This design comes from an exercise in tuning for small area, a short achievable clock period and few clock cycles per item on the open sky130 flow, not from production work.
RTL that was checked went through simulation tests only; none was proved equivalent to the original.
Function not checked in run 3: the RTL went through the layout flow alone.

==> design/flow/design.v <==
module ignition_advance_curve_lookup (
  input  logic        clk,
  input  logic        rst,
  input  logic        write_enable,
  input  logic [1:0]  write_index,
  input  logic [15:0] write_data,
  input  logic        in_valid,
  output logic        in_stall,
  input  logic [15:0] engine_speed,
  output logic        out_valid,
  input  logic        out_stall,
  output logic [11:0] spark_advance,
  output logic [1:0]  speed_region
);
  logic [11:0] cranking_advance;
  logic [11:0] top_advance;
  logic [15:0] cranking_speed_limit;
  always_ff @(posedge clk) begin
    if (rst) begin
      cranking_advance     <= 12'd50;
      top_advance          <= 12'd350;
      cranking_speed_limit <= 16'd500;
    end else if (write_enable) begin
      case (write_index)
        2'd0: cranking_advance     <= write_data[11:0];
        2'd1: top_advance          <= write_data[11:0];
        2'd2: cranking_speed_limit <= write_data;
        default: ;
      endcase
    end
  end
  logic        en;
  logic        o2_full;
  logic [15:0] s;
  assign en       = !o2_full;
  assign in_stall = o2_full;
  assign s        = engine_speed;
  logic [13:0] s14;
  logic [3:0]  seg;
  logic [1:0]  region;
  assign s14 = s[13:0];    
  always_comb begin
    seg = 4'd0;
    if (s14 >= 14'd1067) seg = 4'd1;
    if (s14 >= 14'd2134) seg = 4'd2;
    if (s14 >= 14'd3200) seg = 4'd3;
    if (s14 >= 14'd4267) seg = 4'd4;
    if (s14 >= 14'd5334) seg = 4'd5;
    if (s14 >= 14'd6400) seg = 4'd6;
    if (s14 >= 14'd7467) seg = 4'd7;
    if (s14 >= 14'd8534) seg = 4'd8;
    if (s14 >= 14'd9600) seg = 4'd9;
    if (s14 >= 14'd10667) seg = 4'd10;
    if (s14 >= 14'd11734) seg = 4'd11;
    if (s14 >= 14'd12800) seg = 4'd12;
    if (s14 >= 14'd13867) seg = 4'd13;
    if (s14 >= 14'd14934) seg = 4'd14;
  end
  always_comb begin
    if (s < cranking_speed_limit)  region = 2'd0;
    else if (s >= 16'd16000)       region = 2'd2;
    else                           region = 2'd1;
  end
  logic        a_valid;
  logic [3:0]  a_seg;
  logic [10:0] a_s;
  logic [1:0]  a_region;
  always_ff @(posedge clk) begin
    if (rst)     a_valid <= 1'b0;
    else if (en) a_valid <= in_valid;
  end
  always_ff @(posedge clk) begin
    if (en) begin
      a_seg    <= seg;
      a_s      <= s[10:0];
      a_region <= region;
    end
  end
  logic [10:0] lo11;
  always_comb begin
    case (a_seg)
      4'd0: lo11 = 11'd0;
      4'd1: lo11 = 11'd1066;
      4'd2: lo11 = 11'd85;
      4'd3: lo11 = 11'd1152;
      4'd4: lo11 = 11'd170;
      4'd5: lo11 = 11'd1237;
      4'd6: lo11 = 11'd256;
      4'd7: lo11 = 11'd1322;
      4'd8: lo11 = 11'd341;
      4'd9: lo11 = 11'd1408;
      4'd10: lo11 = 11'd426;
      4'd11: lo11 = 11'd1493;
      4'd12: lo11 = 11'd512;
      4'd13: lo11 = 11'd1578;
      4'd14: lo11 = 11'd597;
      default: lo11 = 11'd0;
    endcase
  end
  logic        b_valid;
  logic [3:0]  b_seg;
  logic [10:0] b_delta;
  logic [1:0]  b_region;
  always_ff @(posedge clk) begin
    if (rst)     b_valid <= 1'b0;
    else if (en) b_valid <= a_valid;
  end
  always_ff @(posedge clk) begin
    if (en) begin
      b_seg    <= a_seg;
      b_delta  <= a_s - lo11;
      b_region <= a_region;
    end
  end
  logic [2:0]  asel;
  logic [3:0]  bsel;
  logic [14:0] pa, pb;
  always_comb begin
    case (b_seg)
      4'd0: begin asel = 3'b010; bsel = 4'b0010; end
      4'd1: begin asel = 3'b100; bsel = 4'b0100; end
      4'd2: begin asel = 3'b100; bsel = 4'b0100; end
      4'd3: begin asel = 3'b010; bsel = 4'b1000; end
      4'd4: begin asel = 3'b010; bsel = 4'b1000; end
      4'd5: begin asel = 3'b010; bsel = 4'b1000; end
      4'd6: begin asel = 3'b010; bsel = 4'b1000; end
      4'd7: begin asel = 3'b010; bsel = 4'b1000; end
      4'd8: begin asel = 3'b010; bsel = 4'b1000; end
      4'd9: begin asel = 3'b100; bsel = 4'b0100; end
      4'd10: begin asel = 3'b100; bsel = 4'b0100; end
      4'd11: begin asel = 3'b001; bsel = 4'b0100; end
      4'd12: begin asel = 3'b010; bsel = 4'b0010; end
      4'd13: begin asel = 3'b001; bsel = 4'b0001; end
      4'd14: begin asel = 3'b000; bsel = 4'b0000; end
      default: begin asel = 3'b000; bsel = 4'b0000; end
    endcase
  end
  assign pa = ({15{asel[0]}} & 15'(b_delta)) | ({15{asel[1]}} & (15'(b_delta) << 1))
            | ({15{asel[2]}} & (15'(b_delta) << 2));
  assign pb = ({15{bsel[0]}} & (15'(b_delta) << 1)) | ({15{bsel[1]}} & (15'(b_delta) << 2))
            | ({15{bsel[2]}} & (15'(b_delta) << 3)) | ({15{bsel[3]}} & (15'(b_delta) << 4));
  logic        c_valid;
  logic [3:0]  c_seg;
  logic [14:0] c_p;
  logic [1:0]  c_region;
  always_ff @(posedge clk) begin
    if (rst)     c_valid <= 1'b0;
    else if (en) c_valid <= b_valid;
  end
  always_ff @(posedge clk) begin
    if (en) begin
      c_seg    <= b_seg;
      c_p      <= pa + pb;
      c_region <= b_region;
    end
  end
  logic        w66, bneg;
  logic [16:0] v;
  always_comb begin
    case (c_seg)
      4'd0: begin w66 = 1'b1; bneg = 1'b0; end
      4'd1: begin w66 = 1'b0; bneg = 1'b1; end
      4'd2: begin w66 = 1'b0; bneg = 1'b1; end
      4'd3: begin w66 = 1'b1; bneg = 1'b0; end
      4'd4: begin w66 = 1'b0; bneg = 1'b1; end
      4'd5: begin w66 = 1'b0; bneg = 1'b1; end
      4'd6: begin w66 = 1'b1; bneg = 1'b0; end
      4'd7: begin w66 = 1'b0; bneg = 1'b1; end
      4'd8: begin w66 = 1'b0; bneg = 1'b1; end
      4'd9: begin w66 = 1'b1; bneg = 1'b0; end
      4'd10: begin w66 = 1'b0; bneg = 1'b1; end
      4'd11: begin w66 = 1'b0; bneg = 1'b1; end
      4'd12: begin w66 = 1'b1; bneg = 1'b0; end
      4'd13: begin w66 = 1'b0; bneg = 1'b0; end
      4'd14: begin w66 = 1'b0; bneg = 1'b0; end
      default: begin w66 = 1'b0; bneg = 1'b0; end
    endcase
  end
  assign v = w66 ? {c_p, 2'b00} + 17'(c_p[14:9]) + 17'(c_p[14:10])
                 : {c_p, 2'b00} - 17'(c_p[14:10]) - (bneg ? 17'd3 : 17'd0);
  logic        d_valid;
  logic [3:0]  d_seg;
  logic [7:0]  d_y;
  logic [1:0]  d_region;
  always_ff @(posedge clk) begin
    if (rst)     d_valid <= 1'b0;
    else if (en) d_valid <= c_valid;
  end
  always_ff @(posedge clk) begin
    if (en) begin
      d_seg    <= c_seg;
      d_y      <= v[16:9];
      d_region <= c_region;
    end
  end
  logic [8:0]  c_lo;
  logic [11:0] adv;
  always_comb begin
    case (d_seg)
      4'd0: c_lo = 9'd50;
      4'd1: c_lo = 9'd60;
      4'd2: c_lo = 9'd80;
      4'd3: c_lo = 9'd100;
      4'd4: c_lo = 9'd130;
      4'd5: c_lo = 9'd160;
      4'd6: c_lo = 9'd190;
      4'd7: c_lo = 9'd220;
      4'd8: c_lo = 9'd250;
      4'd9: c_lo = 9'd280;
      4'd10: c_lo = 9'd300;
      4'd11: c_lo = 9'd320;
      4'd12: c_lo = 9'd335;
      4'd13: c_lo = 9'd345;
      4'd14: c_lo = 9'd350;
      default: c_lo = 9'd350;
    endcase
  end
  function automatic logic [4:0] div5(input logic [7:0] y);
    case (y)
      8'd0: div5 = 5'd0;
      8'd1: div5 = 5'd0;
      8'd2: div5 = 5'd0;
      8'd3: div5 = 5'd0;
      8'd4: div5 = 5'd0;
      8'd5: div5 = 5'd1;
      8'd6: div5 = 5'd1;
      8'd7: div5 = 5'd1;
      8'd8: div5 = 5'd1;
      8'd9: div5 = 5'd1;
      8'd10: div5 = 5'd2;
      8'd11: div5 = 5'd2;
      8'd12: div5 = 5'd2;
      8'd13: div5 = 5'd2;
      8'd14: div5 = 5'd2;
      8'd15: div5 = 5'd3;
      8'd16: div5 = 5'd3;
      8'd17: div5 = 5'd3;
      8'd18: div5 = 5'd3;
      8'd19: div5 = 5'd3;
      8'd20: div5 = 5'd4;
      8'd21: div5 = 5'd4;
      8'd22: div5 = 5'd4;
      8'd23: div5 = 5'd4;
      8'd24: div5 = 5'd4;
      8'd25: div5 = 5'd5;
      8'd26: div5 = 5'd5;
      8'd27: div5 = 5'd5;
      8'd28: div5 = 5'd5;
      8'd29: div5 = 5'd5;
      8'd30: div5 = 5'd6;
      8'd31: div5 = 5'd6;
      8'd32: div5 = 5'd6;
      8'd33: div5 = 5'd6;
      8'd34: div5 = 5'd6;
      8'd35: div5 = 5'd7;
      8'd36: div5 = 5'd7;
      8'd37: div5 = 5'd7;
      8'd38: div5 = 5'd7;
      8'd39: div5 = 5'd7;
      8'd40: div5 = 5'd8;
      8'd41: div5 = 5'd8;
      8'd42: div5 = 5'd8;
      8'd43: div5 = 5'd8;
      8'd44: div5 = 5'd8;
      8'd45: div5 = 5'd9;
      8'd46: div5 = 5'd9;
      8'd47: div5 = 5'd9;
      8'd48: div5 = 5'd9;
      8'd49: div5 = 5'd9;
      8'd50: div5 = 5'd10;
      8'd51: div5 = 5'd10;
      8'd52: div5 = 5'd10;
      8'd53: div5 = 5'd10;
      8'd54: div5 = 5'd10;
      8'd55: div5 = 5'd11;
      8'd56: div5 = 5'd11;
      8'd57: div5 = 5'd11;
      8'd58: div5 = 5'd11;
      8'd59: div5 = 5'd11;
      8'd60: div5 = 5'd12;
      8'd61: div5 = 5'd12;
      8'd62: div5 = 5'd12;
      8'd63: div5 = 5'd12;
      8'd64: div5 = 5'd12;
      8'd65: div5 = 5'd13;
      8'd66: div5 = 5'd13;
      8'd67: div5 = 5'd13;
      8'd68: div5 = 5'd13;
      8'd69: div5 = 5'd13;
      8'd70: div5 = 5'd14;
      8'd71: div5 = 5'd14;
      8'd72: div5 = 5'd14;
      8'd73: div5 = 5'd14;
      8'd74: div5 = 5'd14;
      8'd75: div5 = 5'd15;
      8'd76: div5 = 5'd15;
      8'd77: div5 = 5'd15;
      8'd78: div5 = 5'd15;
      8'd79: div5 = 5'd15;
      8'd80: div5 = 5'd16;
      8'd81: div5 = 5'd16;
      8'd82: div5 = 5'd16;
      8'd83: div5 = 5'd16;
      8'd84: div5 = 5'd16;
      8'd85: div5 = 5'd17;
      8'd86: div5 = 5'd17;
      8'd87: div5 = 5'd17;
      8'd88: div5 = 5'd17;
      8'd89: div5 = 5'd17;
      8'd90: div5 = 5'd18;
      8'd91: div5 = 5'd18;
      8'd92: div5 = 5'd18;
      8'd93: div5 = 5'd18;
      8'd94: div5 = 5'd18;
      8'd95: div5 = 5'd19;
      8'd96: div5 = 5'd19;
      8'd97: div5 = 5'd19;
      8'd98: div5 = 5'd19;
      8'd99: div5 = 5'd19;
      8'd100: div5 = 5'd20;
      8'd101: div5 = 5'd20;
      8'd102: div5 = 5'd20;
      8'd103: div5 = 5'd20;
      8'd104: div5 = 5'd20;
      8'd105: div5 = 5'd21;
      8'd106: div5 = 5'd21;
      8'd107: div5 = 5'd21;
      8'd108: div5 = 5'd21;
      8'd109: div5 = 5'd21;
      8'd110: div5 = 5'd22;
      8'd111: div5 = 5'd22;
      8'd112: div5 = 5'd22;
      8'd113: div5 = 5'd22;
      8'd114: div5 = 5'd22;
      8'd115: div5 = 5'd23;
      8'd116: div5 = 5'd23;
      8'd117: div5 = 5'd23;
      8'd118: div5 = 5'd23;
      8'd119: div5 = 5'd23;
      8'd120: div5 = 5'd24;
      8'd121: div5 = 5'd24;
      8'd122: div5 = 5'd24;
      8'd123: div5 = 5'd24;
      8'd124: div5 = 5'd24;
      8'd125: div5 = 5'd25;
      8'd126: div5 = 5'd25;
      8'd127: div5 = 5'd25;
      8'd128: div5 = 5'd25;
      8'd129: div5 = 5'd25;
      8'd130: div5 = 5'd26;
      8'd131: div5 = 5'd26;
      8'd132: div5 = 5'd26;
      8'd133: div5 = 5'd26;
      8'd134: div5 = 5'd26;
      8'd135: div5 = 5'd27;
      8'd136: div5 = 5'd27;
      8'd137: div5 = 5'd27;
      8'd138: div5 = 5'd27;
      8'd139: div5 = 5'd27;
      8'd140: div5 = 5'd28;
      8'd141: div5 = 5'd28;
      8'd142: div5 = 5'd28;
      8'd143: div5 = 5'd28;
      8'd144: div5 = 5'd28;
      8'd145: div5 = 5'd29;
      8'd146: div5 = 5'd29;
      8'd147: div5 = 5'd29;
      8'd148: div5 = 5'd29;
      8'd149: div5 = 5'd29;
      8'd150: div5 = 5'd30;
      8'd151: div5 = 5'd30;
      8'd152: div5 = 5'd30;
      8'd153: div5 = 5'd30;
      8'd154: div5 = 5'd30;
      8'd155: div5 = 5'd31;
      8'd156: div5 = 5'd31;
      8'd157: div5 = 5'd31;
      8'd158: div5 = 5'd31;
      8'd159: div5 = 5'd31;
      8'd160: div5 = 5'd31;
      8'd161: div5 = 5'd31;
      8'd162: div5 = 5'd31;
      8'd163: div5 = 5'd31;
      8'd164: div5 = 5'd31;
      8'd165: div5 = 5'd31;
      8'd166: div5 = 5'd31;
      8'd167: div5 = 5'd31;
      8'd168: div5 = 5'd31;
      8'd169: div5 = 5'd31;
      8'd170: div5 = 5'd31;
      8'd171: div5 = 5'd31;
      8'd172: div5 = 5'd31;
      8'd173: div5 = 5'd31;
      8'd174: div5 = 5'd31;
      8'd175: div5 = 5'd31;
      8'd176: div5 = 5'd31;
      8'd177: div5 = 5'd31;
      8'd178: div5 = 5'd31;
      8'd179: div5 = 5'd31;
      8'd180: div5 = 5'd31;
      8'd181: div5 = 5'd31;
      8'd182: div5 = 5'd31;
      8'd183: div5 = 5'd31;
      8'd184: div5 = 5'd31;
      8'd185: div5 = 5'd31;
      8'd186: div5 = 5'd31;
      8'd187: div5 = 5'd31;
      8'd188: div5 = 5'd31;
      8'd189: div5 = 5'd31;
      8'd190: div5 = 5'd31;
      8'd191: div5 = 5'd31;
      8'd192: div5 = 5'd31;
      8'd193: div5 = 5'd31;
      8'd194: div5 = 5'd31;
      8'd195: div5 = 5'd31;
      8'd196: div5 = 5'd31;
      8'd197: div5 = 5'd31;
      8'd198: div5 = 5'd31;
      8'd199: div5 = 5'd31;
      8'd200: div5 = 5'd31;
      8'd201: div5 = 5'd31;
      8'd202: div5 = 5'd31;
      8'd203: div5 = 5'd31;
      8'd204: div5 = 5'd31;
      8'd205: div5 = 5'd31;
      8'd206: div5 = 5'd31;
      8'd207: div5 = 5'd31;
      8'd208: div5 = 5'd31;
      8'd209: div5 = 5'd31;
      8'd210: div5 = 5'd31;
      8'd211: div5 = 5'd31;
      8'd212: div5 = 5'd31;
      8'd213: div5 = 5'd31;
      8'd214: div5 = 5'd31;
      8'd215: div5 = 5'd31;
      8'd216: div5 = 5'd31;
      8'd217: div5 = 5'd31;
      8'd218: div5 = 5'd31;
      8'd219: div5 = 5'd31;
      8'd220: div5 = 5'd31;
      8'd221: div5 = 5'd31;
      8'd222: div5 = 5'd31;
      8'd223: div5 = 5'd31;
      8'd224: div5 = 5'd31;
      8'd225: div5 = 5'd31;
      8'd226: div5 = 5'd31;
      8'd227: div5 = 5'd31;
      8'd228: div5 = 5'd31;
      8'd229: div5 = 5'd31;
      8'd230: div5 = 5'd31;
      8'd231: div5 = 5'd31;
      8'd232: div5 = 5'd31;
      8'd233: div5 = 5'd31;
      8'd234: div5 = 5'd31;
      8'd235: div5 = 5'd31;
      8'd236: div5 = 5'd31;
      8'd237: div5 = 5'd31;
      8'd238: div5 = 5'd31;
      8'd239: div5 = 5'd31;
      8'd240: div5 = 5'd31;
      8'd241: div5 = 5'd31;
      8'd242: div5 = 5'd31;
      8'd243: div5 = 5'd31;
      8'd244: div5 = 5'd31;
      8'd245: div5 = 5'd31;
      8'd246: div5 = 5'd31;
      8'd247: div5 = 5'd31;
      8'd248: div5 = 5'd31;
      8'd249: div5 = 5'd31;
      8'd250: div5 = 5'd31;
      8'd251: div5 = 5'd31;
      8'd252: div5 = 5'd31;
      8'd253: div5 = 5'd31;
      8'd254: div5 = 5'd31;
      8'd255: div5 = 5'd31;
    endcase
  endfunction
  always_comb begin
    case (d_region)
      2'd0:    adv = cranking_advance;
      2'd2:    adv = top_advance;
      default: adv = 12'(c_lo) + 12'(div5(d_y));
    endcase
  end
  logic        o_free;
  logic [11:0] o2_adv;
  logic [1:0]  o2_region;
  assign o_free = !out_valid || !out_stall;
  always_ff @(posedge clk) begin
    if (rst) begin
      out_valid <= 1'b0;
      o2_full   <= 1'b0;
    end else if (o_free) begin
      out_valid <= o2_full || d_valid;
      o2_full   <= 1'b0;
    end else if (!o2_full) begin
      o2_full   <= d_valid;
    end
  end
  always_ff @(posedge clk) begin
    if (o_free) begin
      spark_advance <= o2_full ? o2_adv : adv;
      speed_region  <= o2_full ? o2_region : d_region;
    end
  end
  always_ff @(posedge clk) begin
    if (!o_free && !o2_full) begin
      o2_adv    <= adv;
      o2_region <= d_region;
    end
  end
endmodule
==> design/flow/run.sh <==
#!/bin/bash
# synth_recipe.tcl (not shown) runs the flow's synth.tcl, then flattens the netlist and writes it again
# the make line also repeats each setting of config.mk as NAME=value (left out here)
make -C /OpenROAD-flow-scripts/flow DESIGN_CONFIG=/design/flow/config.mk WORK_HOME=/design/flow/orfs CLKGATE_MAP_FILE= SYNTH_SCRIPT=/design/flow/synth_recipe.tcl finish
==> design/flow/config.mk <==
export PLATFORM = sky130hd
export DESIGN_NAME = ignition_advance_curve_lookup
export DESIGN_NICKNAME = ignition_advance_curve_lookup
export VERILOG_FILES = /design/flow/design.v
export SDC_FILE = /design/flow/constraint.sdc
export NUM_CORES = 4
export LEC_CHECK = 0
export CAP_MARGIN = 20
export CORE_MARGIN = 2
export CORE_UTILIZATION = 40
export SLEW_MARGIN = 20
==> design/flow/constraint.sdc <==
create_clock -name core_clock -period 7.0 [get_ports {clk}]
set_input_delay 1.4000 -clock core_clock [delete_from_list [all_inputs] [get_ports {clk}]]
set_output_delay 1.4000 -clock core_clock [all_outputs]
set_load 0.01 [all_outputs]
==> flow_summary.ini, run 1 <==
[run]
drv_cap = 0

[final_layout]
drive_gt1_frac = 0.08075
finalNonFillerCells = 1389
area_growth_pct = 14.35
fill_cells = 2309
design_area_sq_mm = 0.01141
nets = 1175
diodes = 0

[sta]
min_period_ns = 4.053
drv_slew = 0
fmax_mhz = 246.7
fin_tns_setup_ns = 0
hold_viol_final = 0
setup_viol = 0
setup_ws_ns = 2.947
maxSlewHeadroom = 0.3744
rsz0062_at_grt = no
worst_pin_slew_ns = 0.9123
min_period_over_period = 0.5790
clock_skew_ns = 0.01590

[outcome]
outcome = no timing/DRC/antenna violations

[placed_design]
place.gp.congestion = 0.8103
dp_hpwl_microns = 14790
placed_cell_area_sq_mm = 0.01076
port_buffers = 54
placed_cells = 1357
pre_cts_ws_ns = 2.966

[critical_path]
critPathCaptureType = register
cp_num_buf_inv = 1
crit_type = reg -> reg
crit_start = c_p[14]$_DFFE_PN_
worstSetupStartpointType = register
crit_chain = ha_1, inv_1, ha_1, a21o_1, a211o_1, or3_4, a211oi_2, a21oi_1, o21ai_1, nand2_1, a21oi_1, o211ai_1, o31a_1
slowest_stage = a211oi_2
cpPeakStageDelay_ns = 0.72
reg2reg_from = c_p[14]$_DFFE_PN_
worst_path_dominant_cell_family = compound AO/OA/AOI/OAI gates
cp_max_fo = 11
worstPathRequired_ns = 7.32
cp_data_arrival_time_ns = 4.37

[detailed_routing]
dr.pass1.iters = 6
drt_iter0_markers = 505
dr_wl_met2_microns = 9556
wl_met1_microns = 10120
top_layer = met4
vias = 7366
antenna_left = 0
wl_met3_microns = 688
vias_per_cell = 5.303
drc = 0
routedWlPerCell_microns = 14.80
wl_microns = 20560

[clocking]
clkLatencyLatePin_ns = 0.43
cts.path.max_buffers = 2
post_cts_resized = 0
clk_pin_slew_ns = 0.08
root_buffer = clkbuf_16
hold_buffers = 0
cts.sinks = 166
h-tree-depth = 4
cts_buffers = 17
cts_setup_buffers = 0
cts_tree = built

[floorplanning]
die_w_microns = 162.0
initial_core_util = 0.4092
ios = 55
die_h_microns = 162.0
die_area_sq_mm = 0.02623
core_sq_mm = 0.02439
num_rows = 57

[synth]
synth-seq-cells = 166
synthesis.instances = 1023
syn_nets = 1146
seq_area_frac_synth = 0.4302
synth-edff-count = 97
syn_avg_cell_area_sq_um = 9.756
synthFlopType = edfxtp_1
syn_area_sq_mm = 0.009981
synth.distinct_cells = 87
async_reset_ff_frac = 0
ys_warn_count = 1

[worst_hold_path]
min_path_type = reg -> reg
hp-start = c_region[1]$_DFFE_PN_

[global_route]
track_usage = 0.1622
grt_max_degree = 59
antenna_found_initial = 0
gr-total-overflow = 0
grt_pass1_wl_microns = 34750
grt_pass1_vias = 7015
cell families (layout without fill, tap and decap cells):
logic type                 Yosys count  count (layout)  share of synthesized area
xor gates and xnor gates            31              31                    0.02796
adders and majority gates           85              85                     0.1109
buffers and inverters              124             166                    0.04864
and+or+nand+nor                    308             308                     0.1503
muxes                               45              45                    0.04839
AOI/OAI and AO/OA                  264             264                     0.1835
DFF                                166             166                     0.4302
flip-flops by register name, summed over array words and instances (netlist names), 3 cells and up, named ones only:
register,cells
cranking_speed_limit,16
c_p,15
cranking_advance,12
o2_adv,12
spark_advance,12
top_advance,12
a_s,11
b_delta,11
c_lo,9
d_y,8
a_seg,4
b_seg,4
bsel,4
c_seg,4
d_seg,4
asel,3
worst register-to-register path, stage by stage (launching register included):
cell and delay, ns:
edfxtp_1 0.51, ha_1 0.32, inv_1 0.04, ha_1 0.32, a21o_1 0.23, a211o_1 0.33, or3_4 0.35, a211oi_2 0.72
a21oi_1 0.27, o21ai_1 0.20, nand2_1 0.07, a21oi_1 0.15, o211ai_1 0.11, o31a_1 0.33
synthesized netlist by cell type, types with 3 or more instances:
master       n  area (sq um)
a211o_1     10         87.58
a211oi_1     9         67.56
a21boi_0     8         60.06
a21o_1      19         142.6
a21oi_1     67         335.3
a222oi_1    11         110.1
a22o_1       5         43.79
a22oi_1     19         142.6
a31oi_1      7         43.79
and2_1      11         68.82
and3_1       4         25.02
buf_1        7         26.28
buf_2        4         20.02
clkbuf_1    34         127.6
dfxtp_1     69          1381
edfxtp_1    97          2913
fa_1         6         120.1
ha_1        78         975.9
inv_1       76         285.3
mux2_2      18         202.7
mux2i_1     25         250.2
nand2_1    136         510.5
nand2b_1     9         56.30
nand3_1     13         65.06
nand3b_1    11         82.58
nand4_1      8         50.05
nor2_1      59         221.5
nor2b_1     17         106.4
nor3_1      10         50.05
o2111ai_1    5         43.79
o211ai_1     8         60.06
o21a_1       7         52.55
o21ai_0     45         225.2
o22ai_1      5         31.28
o31ai_1      3         22.52
o41ai_1      4         35.03
or3_1        6         37.54
xnor2_1     23         201.4
xor2_1       7         61.31
final timing paths:
path                                end  cells after the start  slack [ns]
setup / recovery               register                     13        2.95
hold / removal    d_region[1]$_DFFE_PN_                      0        0.42
setup reg to reg               register                     13        2.95
hold reg to reg   d_region[1]$_DFFE_PN_                      0        0.42
cell type report:
| type | count | area (sq um) | area share |
|---|---|---|---|
| clock buffer | 17 | 425.4 | 0.03727 |
| clock inverter | 15 | 224.0 | 0.01962 |
| inverter | 76 | 286.5 | 0.02510 |
| multi-input combinational | 733 | 5206 | 0.4562 |
| sequential | 166 | 4295 | 0.3763 |
| tap | 324 | 405.4 | 0.03552 |
| timing repair buffer | 58 | 570.5 | 0.04999 |
through the flow:
stage	hold WS, ns	util
after floorplan	0.4003	-
after global placement	0.4016	0.4410
after detailed placement	0.4045	0.4413
after CTS	0.4222	0.4679
after global routing	0.4380	0.4679
final	0.4230	0.4679
routing by layer:
metal  global-route usage  vias up
li1                     -     3769
met1               0.2255     3453
met2               0.2600      131
met3              0.03243       13
met4              0.04103        0
met5                    0        -
cells in the final DEF (no fill, tap or decap), types with 17 or more instances in the layout:
master / instances
inv_1: 75
nor2_1: 59
edfxtp_1: 97
a21o_1: 19
a22oi_1: 19
mux2i_1: 25
dfxtp_1: 68
xnor2_1: 23
o21ai_0: 45
nor2b_1: 17
ha_1: 78
nand2_1: 136
mux2_2: 18
a21oi_1: 67
clkdlybuf4s50_1: 54
clkbuf_16: 17
Testbench counts, summed over its fixed seeds: cycles 9,640, items 9,600.
==> inputs of run 2 (changes only) <==
--- a/design/flow/config.mk
+++ b/design/flow/config.mk
@@ -8,4 +8,5 @@
 export CAP_MARGIN = 20
 export CORE_MARGIN = 2
 export CORE_UTILIZATION = 40
+export SETUP_SLACK_MARGIN = 3.3
 export SLEW_MARGIN = 20
==> run 2 against run 1 <==
Compared with the run above: non-clock buffer count increased by 24; register-to-register slack improved by 0.49 ns; worst hold slack worse by 0.0016 ns; via count up 1.3%; setup slack gained 0.46 ns; clock skew fell by 0.0035 ns; still clean on timing, DRC and antenna; critical path depth down 2; design area rose by 2.7%.
==> flow_summary.ini, run 2 <==
[critical_path]
cp_max_fo = 4
cp_data_arrival_time_ns = 3.79
slowest_stage = clkdlybuf4s50_1
crit_type = in -> reg
critPathCaptureType = register
cp_num_buf_inv = 1
critical_path_depth = 11
crit_chain = clkdlybuf4s50_1, ha_1, a21o_1, a21o_1, a21o_1, a21o_1, a21o_1, a21o_1, a21o_1, a211o_1, and2_1
worstSetupStartpointType = input pin
endpoint = a_region[1]$_SDFFCE_PN0N_
crit_start = engine_speed[1]
cpPeakStageDelay_ns = 0.47
worstPathRequired_ns = 7.19
ff2ff_path_depth = 13
ff2ff_setup_slack_ns = 3.44
crit_top_cell = a21o_1
worst_path_dominant_cell_family = compound AO/OA/AOI/OAI gates
reg2reg_from = c_p[14]$_DFFE_PN_

[floorplanning]
die_area_sq_mm = 0.02623
die_h_microns = 162.0
ios = 55
core_sq_mm = 0.02439
die_w_microns = 162.0
initial_core_util = 0.4092
num_rows = 57

[clocking]
h-tree-depth = 4
cts.sinks = 166
cts_tree = built
cts_buffers = 17
cts.path.max_buffers = 2
clkLatencyLatePin_ns = 0.43
clk_pin_slew_ns = 0.07
root_buffer = clkbuf_16
hold_buffers = 0

[final_layout]
mostFrequentLayoutCells = nand2_1 (136), edfxtp_1 (97), ha_1 (78)
area_growth_pct = 17.40
drive_gt1_frac = 0.1156
final_common_cell = nand2_1
nets = 1200
largest-register = cranking_speed_limit
design_area_sq_mm = 0.01172
top_regs = cranking_speed_limit (16), c_p (15)
diodes = 0
largest_reg_flops = 16

[synth]
synth_top_area_cell = edfxtp_1
yosys.area.top_type_share = 0.2918
seq_area_frac_synth = 0.4302
synth.distinct_cells = 87
synthesis.instances = 1023
syn_avg_cell_area_sq_um = 9.756
synth-seq-cells = 166
synth-edff-count = 97
post-synth-top-count-cell = nand2_1
ys_warn_count = 1
synthFlopType = edfxtp_1
synthTopCellsByArea = edfxtp_1 (29%), dfxtp_1 (14%), ha_1 (9.8%)
syn_nets = 1146
async_reset_ff_frac = 0
syn_area_sq_mm = 0.009981
ys_top_cells_by_count = nand2_1 (136), edfxtp_1 (97), ha_1 (78)

[detailed_routing]
drc = 0
vias_per_cell = 5.277
antenna_left = 0
drt_iter0_markers = 479
vias = 7462
wl_microns = 20890
routedWlPerCell_microns = 14.77
dr.pass1.iters = 5

[global_route]
grt_pass1_wl_microns = 34360
grt_pass1_vias = 6947
grt_max_degree = 69
gr-total-overflow = 0
track_usage = 0.1616
antenna_found_initial = 0

[placed_design]
place.gp.congestion = 0.7929
placed_cell_area_sq_mm = 0.01076
dp_hpwl_microns = 14740
port_buffers = 54

[sta]
worst_pin_slew_ns = 0.9200
setup_viol = 0
hold_viol_final = 0
min_period_over_period = 0.5132
maxSlewHeadroom = 0.3691
fmax_mhz = 278.3
rsz0062_at_grt = yes
clock_skew_ns = 0.01244
fin_tns_setup_ns = 0
min_period_ns = 3.593
drv_slew = 0

[run]
drv_cap = 0

[worst_hold_path]
min_path_type = reg -> reg

[outcome]
outcome = no timing/DRC/antenna violations
-- run 2: worst min path at each step --
stage	start	endpoint	slack, ns	depth (start not counted)
3_3_place_gp	b_region[1]$_DFFE_PN_	c_region[1]$_DFFE_PN_	0.40	0
4_1_cts	a_region[0]$_SDFFCE_PN0N_	b_region[0]$_DFFE_PN_	0.42	0
2_1_floorplan	a_region[0]$_SDFFCE_PN0N_	b_region[0]$_DFFE_PN_	0.40	0
5_1_grt	a_region[0]$_SDFFCE_PN0N_	b_region[0]$_DFFE_PN_	0.43	0
6_report	a_region[0]$_SDFFCE_PN0N_	b_region[0]$_DFFE_PN_	0.42	0
3_5_place_dp	a_region[0]$_SDFFCE_PN0N_	b_region[0]$_DFFE_PN_	0.41	0
-- run 2: cell type report --
cell class / instances / area (sq um)
clock buffer: 17 / 425.4
clock inverter: 15 / 175.2
fill: 2293 / 12670
inverter: 76 / 290.3
multi-input combinational: 734 / 5375
sequential: 166 / 4295
tap: 324 / 405.4
timing repair buffer: 82 / 750.7
-- run 2: repair_timing --
action | in CTS | in global routing
setup endpoints to repair | 3 | 6
resized for setup | 13 | 15
buffers inserted | 3 | 21
cloned | 0 | 1
pin swaps | 1 | 8
endpoints found under the hold margin | 0 | 0
-- run 2: metrics by stage --
step                      cells  hold WS (ns)  utilization  setup slack, ns
after floorplan            1023        0.4003            -            3.568
after global placement     1356        0.4029       0.4410            2.987
after detailed placement   1357        0.4057       0.4413            2.966
after CTS                  1392        0.4241       0.4699            3.307
after global routing       1414        0.4267       0.4804            3.267
final                      1414        0.4214       0.4804            3.407
-- run 2: kinds of logic (layout without fill, tap and decap cells) --
| kind of cell | Yosys count | after routing | synth area share |
|---|---|---|---|
| compound gates | 264 | 265 | 0.1835 |
| simple gates | 308 | 308 | 0.1503 |
| xor+xnor | 31 | 31 | 0.02796 |
| flops | 166 | 166 | 0.4302 |
| buf+inv | 124 | 190 | 0.04864 |
| mux | 45 | 45 | 0.04839 |
| fa+ha+maj | 85 | 85 | 0.1109 |
-- run 2: metal layers --
metal	share of wire	global-route usage	routed length (microns)
met5	0	0	0
met1	0.49	0.2216	10170
met4	0.017	0.04183	349
met3	0.039	0.03345	805
met2	0.46	0.2615	9557
==> inputs of run 3 (changes only) <==
--- a/design/flow/design.v
+++ b/design/flow/design.v
@@ -114,7 +114,10 @@
   end
   logic [2:0]  asel;
   logic [3:0]  bsel;
+  logic        w66, bneg;
   logic [14:0] pa, pb;
+  logic [5:0]  s9, s10;
+  logic [16:0] x, v;
   always_comb begin
     case (b_seg)
       4'd0: begin asel = 3'b010; bsel = 4'b0010; end
@@ -135,29 +138,8 @@
       default: begin asel = 3'b000; bsel = 4'b0000; end
     endcase
   end
-  assign pa = ({15{asel[0]}} & 15'(b_delta)) | ({15{asel[1]}} & (15'(b_delta) << 1))
-            | ({15{asel[2]}} & (15'(b_delta) << 2));
-  assign pb = ({15{bsel[0]}} & (15'(b_delta) << 1)) | ({15{bsel[1]}} & (15'(b_delta) << 2))
-            | ({15{bsel[2]}} & (15'(b_delta) << 3)) | ({15{bsel[3]}} & (15'(b_delta) << 4));
-  logic        c_valid;
-  logic [3:0]  c_seg;
-  logic [14:0] c_p;
-  logic [1:0]  c_region;
-  always_ff @(posedge clk) begin
-    if (rst)     c_valid <= 1'b0;
-    else if (en) c_valid <= b_valid;
-  end
-  always_ff @(posedge clk) begin
-    if (en) begin
-      c_seg    <= b_seg;
-      c_p      <= pa + pb;
-      c_region <= b_region;
-    end
-  end
-  logic        w66, bneg;
-  logic [16:0] v;
   always_comb begin
-    case (c_seg)
+    case (b_seg)
       4'd0: begin w66 = 1'b1; bneg = 1'b0; end
       4'd1: begin w66 = 1'b0; bneg = 1'b1; end
       4'd2: begin w66 = 1'b0; bneg = 1'b1; end
@@ -176,21 +158,27 @@
       default: begin w66 = 1'b0; bneg = 1'b0; end
     endcase
   end
-  assign v = w66 ? {c_p, 2'b00} + 17'(c_p[14:9]) + 17'(c_p[14:10])
-                 : {c_p, 2'b00} - 17'(c_p[14:10]) - (bneg ? 17'd3 : 17'd0);
+  assign pa = ({15{asel[0]}} & 15'(b_delta)) | ({15{asel[1]}} & (15'(b_delta) << 1))
+            | ({15{asel[2]}} & (15'(b_delta) << 2));
+  assign pb = ({15{bsel[0]}} & (15'(b_delta) << 1)) | ({15{bsel[1]}} & (15'(b_delta) << 2))
+            | ({15{bsel[2]}} & (15'(b_delta) << 3)) | ({15{bsel[3]}} & (15'(b_delta) << 4));
+  assign s9  = 6'(pa[14:9]) + 6'(pb[14:9]);
+  assign s10 = 6'(pa[14:10]) + 6'(pb[14:10]);
+  assign x   = w66 ? 17'(s9) + 17'(s10) : 17'd0 - 17'(s10) - (bneg ? 17'd4 : 17'd0);
+  assign v   = {pa, 2'b00} + {pb, 2'b00} + x;
   logic        d_valid;
   logic [3:0]  d_seg;
   logic [7:0]  d_y;
   logic [1:0]  d_region;
   always_ff @(posedge clk) begin
     if (rst)     d_valid <= 1'b0;
-    else if (en) d_valid <= c_valid;
+    else if (en) d_valid <= b_valid;
   end
   always_ff @(posedge clk) begin
     if (en) begin
-      d_seg    <= c_seg;
+      d_seg    <= b_seg;
       d_y      <= v[16:9];
-      d_region <= c_region;
+      d_region <= b_region;
     end
   end
   logic [8:0]  c_lo;
--- a/design/flow/config.mk
+++ b/design/flow/config.mk
@@ -8,5 +8,4 @@
 export CAP_MARGIN = 20
 export CORE_MARGIN = 2
 export CORE_UTILIZATION = 40
-export SETUP_SLACK_MARGIN = 3.3
 export SLEW_MARGIN = 20
==> run 3 against run 2 <==
Compared with the run above: sequential cell count fell by 22; via count up 0.78%; register-to-register slack worse by 3.1 ns; first-iteration DRC count grew 50%; non-clock buffer count decreased by 6; worst hold slack got worse by 0.00055 ns; routed wire length is 2.3% higher; sequential share of layout area decreased by 3.5 points.
==> flow_summary.ini, run 3 <==
[synth]
ys_top_cells_by_count = nand2_1 (135), edfxtp_1 (76), a21oi_1 (71), ha_1 (71), dfxtp_1 (68)
post-synth-top-count-cell = nand2_1
synth_top_area_cell = edfxtp_1
synth.distinct_cells = 75
synth-edff-count = 76
syn_avg_cell_area_sq_um = 9.318
async_reset_ff_frac = 0
synthFlopType = edfxtp_1
yosys.area.top_type_share = 0.2420
seq_area_frac_synth = 0.3864
syn_nets = 1138
synth-seq-cells = 144
synthTopCellsByArea = edfxtp_1 (24%), dfxtp_1 (14%), ha_1 (9.4%)
ys_warn_count = 1
synthesis.instances = 1012
syn_area_sq_mm = 0.009430

[placed_design]
placed_cell_area_sq_mm = 0.01028
place.gp.congestion = 0.8893
dp_hpwl_microns = 15210
port_buffers = 54

[final_layout]
final_util = 0.4712
area_growth_pct = 16.58
nets = 1183
largest_reg_flops = 16
largest-register = cranking_speed_limit
final_common_cell = nand2_1
drive_gt1_frac = 0.09252
design_area_sq_mm = 0.01099
diodes = 0
mostFrequentLayoutCells = nand2_1 (135), edfxtp_1 (76), ha_1 (71)
fill_cells = 2215

[detailed_routing]
dr.pass1.iters = 6
routedWlPerCell_microns = 15.39
wl_microns = 21370
antenna_left = 0
drc = 0
vias = 7520
vias_per_cell = 5.414
drt_iter0_markers = 719

[clocking]
cts.path.max_buffers = 2
cts.sinks = 144
cts_tree = built
clkLatencyLatePin_ns = 0.42
hold_buffers = 0
cts_buffers = 17
root_buffer = clkbuf_16
clk_pin_slew_ns = 0.07
h-tree-depth = 4

[critical_path]
slowest_stage = or4_4
worstSetupStartpointType = register
critPathCaptureType = register
cp_max_fo = 8
cp_data_arrival_time_ns = 6.99
worstPathRequired_ns = 7.31
crit_top_cell = ha_1
cpPeakStageDelay_ns = 0.54
crit_type = reg -> reg

[global_route]
grt_pass1_vias = 7145
gr-total-overflow = 0
antenna_found_initial = 1
grt_pass1_wl_microns = 35110
track_usage = 0.1769
grt_max_degree = 71

[sta]
min_period_over_period = 0.9537
maxSlewHeadroom = 0.3391
holdWs_ns = 0.4209
fmax_mhz = 149.8
drv_slew = 0
worst_pin_slew_ns = 0.9637
min_period_ns = 6.676
setup_viol = 0
hold_viol_final = 0
clock_skew_ns = 0.01009

[outcome]
outcome = no timing/DRC/antenna violations

[floorplanning]
initial_core_util = 0.4042
ios = 55
die_h_microns = 157.5
core_sq_mm = 0.02333
num_rows = 56
die_area_sq_mm = 0.02482
die_w_microns = 157.5

[worst_hold_path]
min_path_type = reg -> reg

[run]
drv_cap = 0
## run 3: cell types whose count changed after synthesis, sizes merged, moves of 6 or more
cell and delta:
a211o -6, a31oi +9, clkbuf +7, edfxtp -21, fa +10, ha -7, inv -10, nand3b +9
nor2 -11, nor3 +11
## run 3: path summary, 6_finish.rpt
check | slack, ns | startpoint | endpoint | cells past startpoint
worst max-delay path | 0.32 | b_delta[8]$_DFFE_PN_ | register | 26
worst min-delay path | 0.42 | b_region[1]$_DFFE_PN_ | d_region[1]$_DFFE_PN_ | 0
worst max register to register | 0.32 | b_delta[8]$_DFFE_PN_ | register | 26
worst min register to register | 0.42 | b_region[1]$_DFFE_PN_ | d_region[1]$_DFFE_PN_ | 0
## run 3: cells by family (layout without fill, tap and decap cells)
logic type / after synthesis / after routing / synth area share
compound gates: 277 / 277 / 0.1985
xor+xnor: 38 / 38 / 0.03529
fa+ha+maj: 87 / 87 / 0.1282
buf+inv: 117 / 175 / 0.04816
flops: 144 / 144 / 0.3864
mux: 40 / 40 / 0.04484
simple gates: 309 / 309 / 0.1587
## run 3: routing by layer
| layer | GRT usage | part of all wire |
|---|---|---|
| met1 | 0.2367 | 0.48 |
| met2 | 0.2876 | 0.47 |
| met3 | 0.03304 | 0.038 |
| met4 | 0.06061 | 0.018 |
| met5 | 0 | 0.00056 |
## run 3: through the flow
stage           TNS, ns  worst slack (ns)  instances
2_1_floorplan         0            0.1450       1012
3_3_place_gp          0            0.2801       1349
3_5_place_dp          0            0.1443       1349
4_1_cts               0            0.1015       1381
5_1_grt        -0.01729          -0.01729       1389
6_report              0            0.3244       1389
## run 3: timing repair
item	in CTS	in global routing
endpoints found under the setup margin	0	3
resized for setup	0	11
buffers inserted	0	8
## run 3: critical path: cells and delay by family (launching register included)
kind | cells | cell delay (ns)
and+or+nand+nor | 11 | 2.38
buffers and inverters | 2 | 0.15
xor gates and xnor gates | 1 | 0.22
AOI/OAI and AO/OA | 7 | 1.66
adders and majority gates | 5 | 1.76
DFF | 1 | 0.39
## run 3: final cells by class
class	instances	area [sq um]	share of cell area
clock buffer	18	450.4	0.04097
clock inverter	14	160.2	0.01457
inverter	67	251.5	0.02287
multi-input combinational	751	5380	0.4894
sequential	144	3647	0.3317
tap	319	399.1	0.03630
timing repair buffer	76	705.7	0.06419
==> inputs of run 4 (changes only) <==
--- a/design/flow/design.v
+++ b/design/flow/design.v
@@ -30,10 +30,9 @@
     end
   end
   logic        en;
-  logic        o2_full;
   logic [15:0] s;
-  assign en       = !o2_full;
-  assign in_stall = o2_full;
+  assign en       = !(out_valid && out_stall);
+  assign in_stall = !en;
   assign s        = engine_speed;
   logic [13:0] s14;
   logic [3:0]  seg;
@@ -114,10 +113,7 @@
   end
   logic [2:0]  asel;
   logic [3:0]  bsel;
-  logic        w66, bneg;
   logic [14:0] pa, pb;
-  logic [5:0]  s9, s10;
-  logic [16:0] x, v;
   always_comb begin
     case (b_seg)
       4'd0: begin asel = 3'b010; bsel = 4'b0010; end
@@ -138,8 +134,29 @@
       default: begin asel = 3'b000; bsel = 4'b0000; end
     endcase
   end
+  assign pa = ({15{asel[0]}} & 15'(b_delta)) | ({15{asel[1]}} & (15'(b_delta) << 1))
+            | ({15{asel[2]}} & (15'(b_delta) << 2));
+  assign pb = ({15{bsel[0]}} & (15'(b_delta) << 1)) | ({15{bsel[1]}} & (15'(b_delta) << 2))
+            | ({15{bsel[2]}} & (15'(b_delta) << 3)) | ({15{bsel[3]}} & (15'(b_delta) << 4));
+  logic        c_valid;
+  logic [3:0]  c_seg;
+  logic [14:0] c_p;
+  logic [1:0]  c_region;
+  always_ff @(posedge clk) begin
+    if (rst)     c_valid <= 1'b0;
+    else if (en) c_valid <= b_valid;
+  end
+  always_ff @(posedge clk) begin
+    if (en) begin
+      c_seg    <= b_seg;
+      c_p      <= pa + pb;
+      c_region <= b_region;
+    end
+  end
+  logic        w66, bneg;
+  logic [16:0] v;
   always_comb begin
-    case (b_seg)
+    case (c_seg)
       4'd0: begin w66 = 1'b1; bneg = 1'b0; end
       4'd1: begin w66 = 1'b0; bneg = 1'b1; end
       4'd2: begin w66 = 1'b0; bneg = 1'b1; end
@@ -158,27 +175,21 @@
       default: begin w66 = 1'b0; bneg = 1'b0; end
     endcase
   end
-  assign pa = ({15{asel[0]}} & 15'(b_delta)) | ({15{asel[1]}} & (15'(b_delta) << 1))
-            | ({15{asel[2]}} & (15'(b_delta) << 2));
-  assign pb = ({15{bsel[0]}} & (15'(b_delta) << 1)) | ({15{bsel[1]}} & (15'(b_delta) << 2))
-            | ({15{bsel[2]}} & (15'(b_delta) << 3)) | ({15{bsel[3]}} & (15'(b_delta) << 4));
-  assign s9  = 6'(pa[14:9]) + 6'(pb[14:9]);
-  assign s10 = 6'(pa[14:10]) + 6'(pb[14:10]);
-  assign x   = w66 ? 17'(s9) + 17'(s10) : 17'd0 - 17'(s10) - (bneg ? 17'd4 : 17'd0);
-  assign v   = {pa, 2'b00} + {pb, 2'b00} + x;
+  assign v = w66 ? {c_p, 2'b00} + 17'(c_p[14:9]) + 17'(c_p[14:10])
+                 : {c_p, 2'b00} - 17'(c_p[14:10]) - (bneg ? 17'd3 : 17'd0);
   logic        d_valid;
   logic [3:0]  d_seg;
   logic [7:0]  d_y;
   logic [1:0]  d_region;
   always_ff @(posedge clk) begin
     if (rst)     d_valid <= 1'b0;
-    else if (en) d_valid <= b_valid;
+    else if (en) d_valid <= c_valid;
   end
   always_ff @(posedge clk) begin
     if (en) begin
-      d_seg    <= b_seg;
+      d_seg    <= c_seg;
       d_y      <= v[16:9];
-      d_region <= b_region;
+      d_region <= c_region;
     end
   end
   logic [8:0]  c_lo;
@@ -470,31 +481,14 @@
       default: adv = 12'(c_lo) + 12'(div5(d_y));
     endcase
   end
-  logic        o_free;
-  logic [11:0] o2_adv;
-  logic [1:0]  o2_region;
-  assign o_free = !out_valid || !out_stall;
   always_ff @(posedge clk) begin
-    if (rst) begin
-      out_valid <= 1'b0;
-      o2_full   <= 1'b0;
-    end else if (o_free) begin
-      out_valid <= o2_full || d_valid;
-      o2_full   <= 1'b0;
-    end else if (!o2_full) begin
-      o2_full   <= d_valid;
-    end
+    if (rst)     out_valid <= 1'b0;
+    else if (en) out_valid <= d_valid;
   end
   always_ff @(posedge clk) begin
-    if (o_free) begin
-      spark_advance <= o2_full ? o2_adv : adv;
-      speed_region  <= o2_full ? o2_region : d_region;
-    end
-  end
-  always_ff @(posedge clk) begin
-    if (!o_free && !o2_full) begin
-      o2_adv    <= adv;
-      o2_region <= d_region;
+    if (en) begin
+      spark_advance <= adv;
+      speed_region  <= d_region;
     end
   end
 endmodule
--- a/design/flow/config.mk
+++ b/design/flow/config.mk
@@ -8,4 +8,5 @@
 export CAP_MARGIN = 20
 export CORE_MARGIN = 2
 export CORE_UTILIZATION = 40
+export SETUP_SLACK_MARGIN = 3.8
 export SLEW_MARGIN = 20
==> run 4 against run 3 <==
Compared with the run above: global-route usage fell by 0.16 points; die area decreased by 2.7%; sequential cell count is 7 higher; register-to-register slack better by 3.0 ns; design area increased by 3.3%; sequential share of layout area is 0.81 points higher.
==> flow_summary.ini, run 4 <==
[floorplanning]
initial_core_util = 0.4063
core_sq_mm = 0.02257
num_rows = 55
die_h_microns = 155.4
die_w_microns = 155.4
ios = 55
die_area_sq_mm = 0.02416

[clocking]
h-tree-depth = 4
clkLatencyLatePin_ns = 0.43
cts.sinks = 151
cts_tree = built
clk_pin_slew_ns = 0.07
cts.path.max_buffers = 2
root_buffer = clkbuf_16
cts_buffers = 17

[detailed_routing]
wl_microns = 21150
drt_iter0_markers = 449
dr.pass1.iters = 6
antenna_left = 0
vias = 7385
vias_per_cell = 5.367
routedWlPerCell_microns = 15.37
drc = 0

[global_route]
gr-total-overflow = 0
antenna_found_initial = 0
track_usage = 0.1753
grt_pass1_vias = 6809
grt_pass1_wl_microns = 33890
grt_max_degree = 55

[critical_path]
worstPathRequired_ns = 7.33
worstSetupStartpointType = register
crit_type = reg -> reg
cp_data_arrival_time_ns = 3.95
cp_max_fo = 7
critPathCaptureType = register

[sta]
worst_pin_slew_ns = 0.8791
hold_viol_final = 0
rsz0062_at_grt = yes
fin_tns_setup_ns = 0
setup_viol = 0
min_period_ns = 3.629
holdWs_ns = 0.4196
drv_slew = 0
fmax_mhz = 275.6
maxSlewHeadroom = 0.3972
clock_skew_ns = 0.01379
min_period_over_period = 0.5184

[synth]
synthFlopType = edfxtp_1
synth.distinct_cells = 69
synthSimpleGateAreaFrac = 0.1565
synth-edff-count = 83
yosys.area.top_type_share = 0.2718
ys_warn_count = 1
synthTopCellsByArea = edfxtp_1 (27%), dfxtp_1 (15%), ha_1 (11%)
post-synth-top-count-cell = nand2_1
ys_top_cells_by_count = nand2_1 (147), edfxtp_1 (83), ha_1 (78)
synth_mux_area_frac = 0.03083
syn_avg_cell_area_sq_um = 9.273
async_reset_ff_frac = 0
synthesis.instances = 989
seq_area_frac_synth = 0.4202
synth_top_area_cell = edfxtp_1
syn_nets = 1112
synth_compound_area_frac = 0.1925
synth-seq-cells = 151
syn_area_sq_mm = 0.009171
synth_fa_ha_area_frac = 0.1206
yosys.area_share.xor_xnor = 0.03056
synth_top_family_by_area = compound AO/OA/AOI/OAI gates

[outcome]
outcome = no timing/DRC/antenna violations

[final_layout]
diodes = 0
largest-register = cranking_speed_limit
final_common_cell = nand2_1
fill_cells = 2110
nets = 1201
design_area_sq_mm = 0.01136
largest_reg_flops = 16
top_regs = cranking_speed_limit (16), c_p (15)
area_growth_pct = 23.85
drive_gt1_frac = 0.1659
mostFrequentLayoutCells = nand2_1 (145), edfxtp_1 (83), ha_1 (72)

[placed_design]
place.gp.congestion = 0.8451
dp_hpwl_microns = 13610
port_buffers = 54
placed_cell_area_sq_mm = 0.01001

[worst_hold_path]
min_path_type = reg -> reg

[run]
drv_cap = 0
## run 4: cell count changes after synthesis, moves of 9 or more
cell	delta
mux2_2	-16
nor2b_1	-9
nor2_1	+11
nand3b_1	-9
nand2_1	+12
fa_1	-10
## run 4: kinds of logic after synthesis
family | Yosys count
simple gates | 309
compound gates | 267
flops | 151
buf+inv | 117
fa+ha+maj | 85
xor+xnor | 32
mux | 28
## run 4: layout make-up
| type | count | area, sq um | area share |
|---|---|---|---|
| repair buffers | 111 | 967.2 | 0.08515 |
| clock inverters | 13 | 126.4 | 0.01113 |
| well taps | 285 | 356.6 | 0.03139 |
| flip-flops and latches | 151 | 3860 | 0.3398 |
| repair inverters | 1 | 8.758 | 0.0007711 |
| clock buffers | 19 | 454.2 | 0.03999 |
| multi-input cells | 724 | 5299 | 0.4665 |
| inverters | 72 | 286.5 | 0.02523 |
## run 4: worst max-delay path, cell delays in order, from the launching register on
cell      delay (ns)
edfxtp_1        0.52
ha_4            0.33
inv_2           0.04
ha_4            0.21
a21o_1          0.17
a211o_1         0.29
or4_4           0.54
and4_4          0.22
or3_4           0.39
nor2_4          0.12
a221oi_2        0.07
or3b_1          0.39
a211oi_2        0.18
nor3_2          0.05
## run 4: repair_timing
action,CTS,global route
gates resized for setup,73,76
gates cloned,4,0
buffers inserted,24,30
setup endpoints to repair,35,20
hold buffers,0,0
pin swaps,20,49
## run 4: path summary, 6_finish.rpt
check	startpoint	endpoint	slack (ns)	cells past startpoint
worst max register to register	c_p[14]$_DFFE_PN_	register	3.37	13
worst max-delay path	c_p[14]$_DFFE_PN_	register	3.37	13
worst min register to register	b_region[1]$_DFFE_PN_	c_region[1]$_DFFE_PN_	0.42	0
worst min-delay path	b_region[1]$_DFFE_PN_	c_region[1]$_DFFE_PN_	0.42	0
## run 4: routing by layer
metal / part of all wire / track usage
met2: 0.48 / 0.2861
met1: 0.47 / 0.2296
met3: 0.041 / 0.03538
met4: 0.015 / 0.06728
met5: 0 / 0
## run 4: per-stage QoR
stage                     cells  worst slack [ns]  utilization
after floorplan             989             3.519            -
after global placement     1285             2.000       0.4433
after detailed placement   1286             2.003       0.4435
after CTS                  1346             3.413       0.4871
after global routing       1376             3.256       0.5032
final                      1376             3.371       0.5032
Testbench counts of run 4, summed over its fixed seeds: cycles 9,640, items 9,600.
==> inputs of run 5 (changes only) <==
--- a/design/flow/config.mk
+++ b/design/flow/config.mk
@@ -8,5 +8,5 @@
 export CAP_MARGIN = 20
 export CORE_MARGIN = 2
 export CORE_UTILIZATION = 40
-export SETUP_SLACK_MARGIN = 3.8
+export SETUP_SLACK_MARGIN = 3.3
 export SLEW_MARGIN = 20
==> run 5 against run 4 <==
Compared with the run above: still clean on timing, DRC and antenna; first-iteration DRC count increased by 18%; die area unchanged; critical path depth stayed put; critical path type unchanged.
==> flow_summary.ini, run 5 <==
[outcome]
outcome = no timing/DRC/antenna violations

[sta]
fin_tns_setup_ns = 0
min_period_over_period = 0.5205
worst_pin_slew_ns = 0.8977
min_period_ns = 3.643
setup_ws_ns = 3.357
clock_skew_ns = 0.01134
holdWs_ns = 0.4233
maxSlewHeadroom = 0.3844
fmax_mhz = 274.5
rsz0062_at_grt = yes
drv_slew = 0
hold_viol_final = 0
setup_viol = 0

[synth]
yosys.area.top_type_share = 0.2718
ys_top_cells_by_count = nand2_1 (147), edfxtp_1 (83), ha_1 (78)
syn_avg_cell_area_sq_um = 9.273
ys_warn_count = 1
synthSimpleGateAreaFrac = 0.1565
synth_top_family_by_area = compound AO/OA/AOI/OAI gates
syn_area_sq_mm = 0.009171
synth_top_area_cell = edfxtp_1
synth-seq-cells = 151
seq_area_frac_synth = 0.4202
async_reset_ff_frac = 0
synth-edff-count = 83
synthesis.instances = 989
synthFlopType = edfxtp_1
synth.distinct_cells = 69
post-synth-top-count-cell = nand2_1
synth_fa_ha_area_frac = 0.1206
synth_mux_area_frac = 0.03083
syn_nets = 1112
synth_compound_area_frac = 0.1925
yosys.area_share.xor_xnor = 0.03056
synthTopCellsByArea = edfxtp_1 (27%), dfxtp_1 (15%), ha_1 (11%)

[final_layout]
final_common_cell = nand2_1
drive_gt1_frac = 0.1115
largest-register = cranking_speed_limit
design_area_sq_mm = 0.01104
nets = 1177
final_util = 0.4892
mostFrequentLayoutCells = nand2_1 (145), edfxtp_1 (83), ha_1 (76)
fill_cells = 2172
finalNonFillerCells = 1352
area_growth_pct = 20.40
largest_reg_flops = 16
diodes = 0
top_regs = cranking_speed_limit (16), c_p (15)

[critical_path]
slowest_stage = or4_4
worstPathRequired_ns = 7.32
crit_chain = ha_1, inv_1, ha_1, nor4b_2, o2111a_1, or4_4, and4_4, or3_4, nor2_4, a221oi_2, or3b_1, a211oi_2, nor3_2
crit_top_cell = ha_1
cp_data_arrival_time_ns = 3.96
worstSetupStartpointType = register
crit_type = reg -> reg
cp_num_buf_inv = 1
critPathCaptureType = register
worst_path_dominant_cell_family = simple AND/OR/NAND/NOR gates
cp_max_fo = 6
cpPeakStageDelay_ns = 0.53

[clocking]
h-tree-depth = 4
hold_buffers = 0
clk_pin_slew_ns = 0.07
cts.sinks = 151
root_buffer = clkbuf_16
cts_buffers = 17
cts_tree = built
clkLatencyLatePin_ns = 0.43
cts.path.max_buffers = 2

[detailed_routing]
drt_iter0_markers = 530
wl_microns = 20200
drc = 0
vias = 7212
vias_per_cell = 5.334
dr.pass1.iters = 5
routedWlPerCell_microns = 14.94
antenna_left = 0

[global_route]
gr-total-overflow = 0
grt_pass1_wl_microns = 32330
antenna_found_initial = 0
grt_pass1_vias = 6542
grt_max_degree = 66
track_usage = 0.1661

[run]
drv_cap = 0

[floorplanning]
num_rows = 55
die_w_microns = 155.4
initial_core_util = 0.4063
core_sq_mm = 0.02257
die_h_microns = 155.4
die_area_sq_mm = 0.02416
ios = 55

[placed_design]
port_buffers = 54
dp_hpwl_microns = 13910
pre_cts_ws_ns = 2.180
placed_cell_area_sq_mm = 0.009941
placed_cells = 1288
place.gp.congestion = 0.8105

[worst_hold_path]
min_path_type = reg -> reg
run 5: changes by cell type in the layout (fill, tap and decap cells not counted), sizes merged, moves of 3 or more:
| cell | delta |
|---|---|
| dlygate4sd2 | -3 |
| inv | -5 |
| clkbuf | -7 |
| clkdlybuf4s50 | +10 |
| buf | -26 |
| clkinv | +6 |
run 5: final timing paths:
check / endpoint / cells after the start / startpoint / slack (ns)
max: register / 13 / c_p[12]$_DFFE_PN_ / 3.36
min: b_region[1]$_DFFE_PN_ / 0 / a_region[1]$_SDFFCE_PN0N_ / 0.42
max reg2reg: register / 13 / c_p[12]$_DFFE_PN_ / 3.36
min reg2reg: b_region[1]$_DFFE_PN_ / 0 / a_region[1]$_SDFFCE_PN0N_ / 0.42
run 5: area by class of cell:
cell class,instances,area (sq um),share of cell area
tap,285,356.6,0.03229
clock buffer,17,425.4,0.03853
clock inverter,15,206.4,0.01870
timing repair buffer,90,822.0,0.07445
inverter,72,270.3,0.02448
multi-input combinational,722,5107,0.4626
sequential,151,3854,0.3490
run 5: cells by family (layout without fill, tap and decap cells):
logic type               after synthesis  after routing
AO/OA/AOI/OAI                        267            267
flip-flops                           151            151
XOR/XNOR                              32             32
multiplexers                          28             28
AND/OR/NAND/NOR                      309            310
adder cells (fa/ha/maj)               85             85
buffers and inverters                117            194
run 5: worst reg2reg max path, delay by kind of cell, from the launching register on:
kind            cells  cell delay, ns
fa+ha+maj           2            0.60
buf+inv             1            0.04
compound gates      3            0.50
flops               1            0.46
simple gates        7            1.95
run 5: per-layer routing:
layer | vias to the layer above | global-route usage | share of wire
met4 | 0 | 0.05199 | 0.016
met3 | 25 | 0.03649 | 0.039
met2 | 152 | 0.2604 | 0.46
met1 | 3337 | 0.2294 | 0.48
li1 | 3698 | - | -
met5 | - | 0 | 0
run 5: repair_timing:
item                                    in CTS  in global routing
endpoints found under the setup margin      16                  7
gates resized for setup                     31                 24
endpoints found under the hold margin        0                  0
cloned                                       1                  0
setup buffers                                8                 23
pin swaps                                   14                 19
==> inputs of run 6 (changes only) <==
--- a/design/flow/config.mk
+++ b/design/flow/config.mk
@@ -5,6 +5,7 @@
 export SDC_FILE = /design/flow/constraint.sdc
 export NUM_CORES = 4
 export LEC_CHECK = 0
+export ABC_AREA = 1
 export CAP_MARGIN = 20
 export CORE_MARGIN = 2
 export CORE_UTILIZATION = 40
==> run 6 against run 5 <==
Compared with the run above: sequential cell count did not move; clock skew barely moved; count of clock-buffer cells in the layout rose by 1; non-clock buffer count fell by 29; critical path depth rose by 7; sequential share of layout area rose by 0.11 points; area after synthesis rose by 3.3%; design area fell by 0.32%; synthesized cell count rose by 21%; global-route usage rose by 1.1 points.
==> flow_summary.ini, run 6 <==
[outcome]
outcome = no timing/DRC/antenna violations

[clocking]
cts.path.max_buffers = 2
root_buffer = clkbuf_16
h-tree-depth = 4
cts_buffers = 17
cts.sinks = 151
cts_tree = built
clkLatencyLatePin_ns = 0.42
clk_pin_slew_ns = 0.07

[critical_path]
worstPathRequired_ns = 7.17
reg2reg_from = a_seg[1]$_SDFFCE_PP1N_
crit_chain = inv_1, ha_1, nand2_1, o21ai_0, nor2_1, a221oi_2, ha_1, inv_1, fa_1, nand3_1, nand2_1, a21oi_1, o21ai_0, nand2_1, inv_1, or2_2, a21oi_2, o21ai_0, a21oi_1, xor2_1
worst_path_dominant_cell_family = compound AO/OA/AOI/OAI gates
ff2ff_path_depth = 20
cp_num_buf_inv = 3
worstSetupStartpointType = register
crit_start = a_seg[1]$_SDFFCE_PP1N_
cp_data_arrival_time_ns = 3.68
crit_type = reg -> reg
cp_max_fo = 4
slowest_stage = edfxtp_1
critPathCaptureType = register
cpPeakStageDelay_ns = 0.43
critical_path_depth = 20

[synth]
synth_compound_area_frac = 0.1495
synth-seq-cells = 151
synthesis.instances = 1193
syn_avg_cell_area_sq_um = 7.941
syn_area_sq_mm = 0.009474
async_reset_ff_frac = 0
synthFlopType = edfxtp_1
synth_top_family_by_area = simple AND/OR/NAND/NOR gates
synthSimpleGateAreaFrac = 0.2242
post-synth-top-count-cell = nand2_1
synth_top_area_cell = edfxtp_1
synth_fa_ha_area_frac = 0.1157
synthTopCellsByArea = edfxtp_1 (26%), dfxtp_1 (14%), nand2_1 (10%)
yosys.area.top_type_share = 0.2631
seq_area_frac_synth = 0.4068
ys_top_cells_by_count = nand2_1 (263), inv_1 (167), nor2_1 (101)
synth.distinct_cells = 51
synth-edff-count = 83
yosys.area_share.xor_xnor = 0.02219
syn_nets = 1316
synth_mux_area_frac = 0
ys_warn_count = 1

[detailed_routing]
vias = 7921
vias_per_cell = 5.004
routedWlPerCell_microns = 13.47
antenna_left = 0
wl_microns = 21320
dr.pass1.iters = 5
drc = 0
drt_iter0_markers = 477

[sta]
hold_viol_final = 0
maxSlewHeadroom = 0.4388
min_period_over_period = 0.5012
fmax_mhz = 285.0
worst_pin_slew_ns = 0.8386
drv_slew = 0
min_period_ns = 3.509
rsz0062_at_grt = yes
fin_tns_setup_ns = 0
setup_ws_ns = 3.491
setup_viol = 0
holdWs_ns = 0.4183
clock_skew_ns = 0.01103

[floorplanning]
initial_core_util = 0.4060
die_w_microns = 157.9
num_rows = 56
die_h_microns = 157.9
ios = 55
die_area_sq_mm = 0.02493
core_sq_mm = 0.02333

[placed_design]
placed_cells = 1546
pre_cts_ws_ns = 2.051
dp_hpwl_microns = 15570
place.gp.congestion = 0.8894
placed_cell_area_sq_mm = 0.01034
port_buffers = 54

[worst_hold_path]
whs_path_depth = 0
hp-start = a_region[1]$_SDFFCE_PN0N_
min_path_type = reg -> reg

[final_layout]
mostFrequentLayoutCells = nand2_1 (262), inv_1 (165), nor2_1 (101)
top_regs = cranking_speed_limit (16), c_p (15)
diodes = 0
drive_gt1_frac = 0.07437
largest_reg_flops = 16
final_common_cell = nand2_1
finalNonFillerCells = 1583
design_area_sq_mm = 0.01101
largest-register = cranking_speed_limit
fill_cells = 2318
nets = 1374
area_growth_pct = 16.18

[global_route]
gr-total-overflow = 0
grt_pass1_vias = 7460
antenna_found_initial = 1
grt_pass1_wl_microns = 35420
track_usage = 0.1772
grt_max_degree = 58

[run]
drv_cap = 0
-- run 6: cell count changes after synthesis, moves of 26 or more --
cell	before	now
nand2_1	147	263
inv_1	72	167
nand3_1	12	68
nor2_1	59	101
o21ai_0	53	87
mux2i_1	26	0
-- run 6: stage by stage --
step                utilization
floorplan                     -
finish                   0.4717
global route             0.4717
global placement         0.4433
detailed placement       0.4433
CTS                      0.4707
-- run 6: final timing paths --
| path | endpoint | slack, ns |
|---|---|---|
| worst min-delay path | b_region[1]$_DFFE_PN_ | 0.42 |
| worst max register to register | b_delta[10]$_DFFE_PN_ | 3.49 |
| worst min register to register | b_region[1]$_DFFE_PN_ | 0.42 |
| worst max-delay path | b_delta[10]$_DFFE_PN_ | 3.49 |
-- run 6: repair_timing --
item	in CTS	in global routing
setup buffers	1	2
hold buffers	0	0
endpoints found under the setup margin	13	4
pin swaps	1	0
cloned	2	0
gates resized for setup	10	5
-- run 6: layout make-up --
type,count,area [sq um],area share
multi-input cells,843,4896,0.4448
flip-flops and latches,151,3854,0.3501
clock inverters,14,151.4,0.01375
inverters,177,668.1,0.06070
clock buffers,18,439.2,0.03990
repair buffers,61,599.3,0.05445
well taps,319,399.1,0.03626
-- run 6: cell families after synthesis --
| group | count (synthesis) |
|---|---|
| flip-flops | 151 |
| buffers and inverters | 201 |
| XOR/XNOR | 24 |
| AO/OA/AOI/OAI | 238 |
| AND/OR/NAND/NOR | 495 |
| adder cells (fa/ha/maj) | 84 |
-- run 6: routing by layer --
layer,wire (microns),global-route usage,share of wire
met5,16,0,0.00075
met3,855,0.03504,0.040
met4,180,0.04026,0.0084
met1,10370,0.2390,0.49
met2,9897,0.2938,0.46

## what the ideal ports hide
The results above use ideal ports. As a check the final layouts listed here were re-extracted and re-timed, cells and wires unchanged. Step 1 sets driving cells, clkbuf_16 on the clock port and buf_2 on the other inputs (assumed; they add their load-dependent delay and slew). Step 2 adds t to the input delays and takes it off the output delays; t is the mean of the earliest and latest rising clock arrival at the registers after step 1. Input paths then give back, and output paths get back, about the clock's delay inside the block. Slacks: ideal / step 1 / step 2; pairs: ideal / step 1.
run | shift t [ns] | setup WS [ns] | worst setup path after step 2
run 1 | 0.474 | 2.947 / 2.947 / 2.947 | register to register
run 2 | 0.476 | 3.407 / 3.435 / 2.959 | input to register
run 3 | 0.466 | 0.324 / 0.324 / 0.324 | register to register
run 4 | 0.476 | 3.371 / 3.371 / 3.371 | register to register
run 5 | 0.476 | 3.357 / 3.357 / 3.002 | input to register
run 6 | 0.464 | 3.491 / 3.491 / 3.073 | input to register
After both steps setup and hold are still met in every run listed. The setup slack of run 2, which loses most, moves by +0.028 ns with the drivers and by -0.448 ns with both steps.
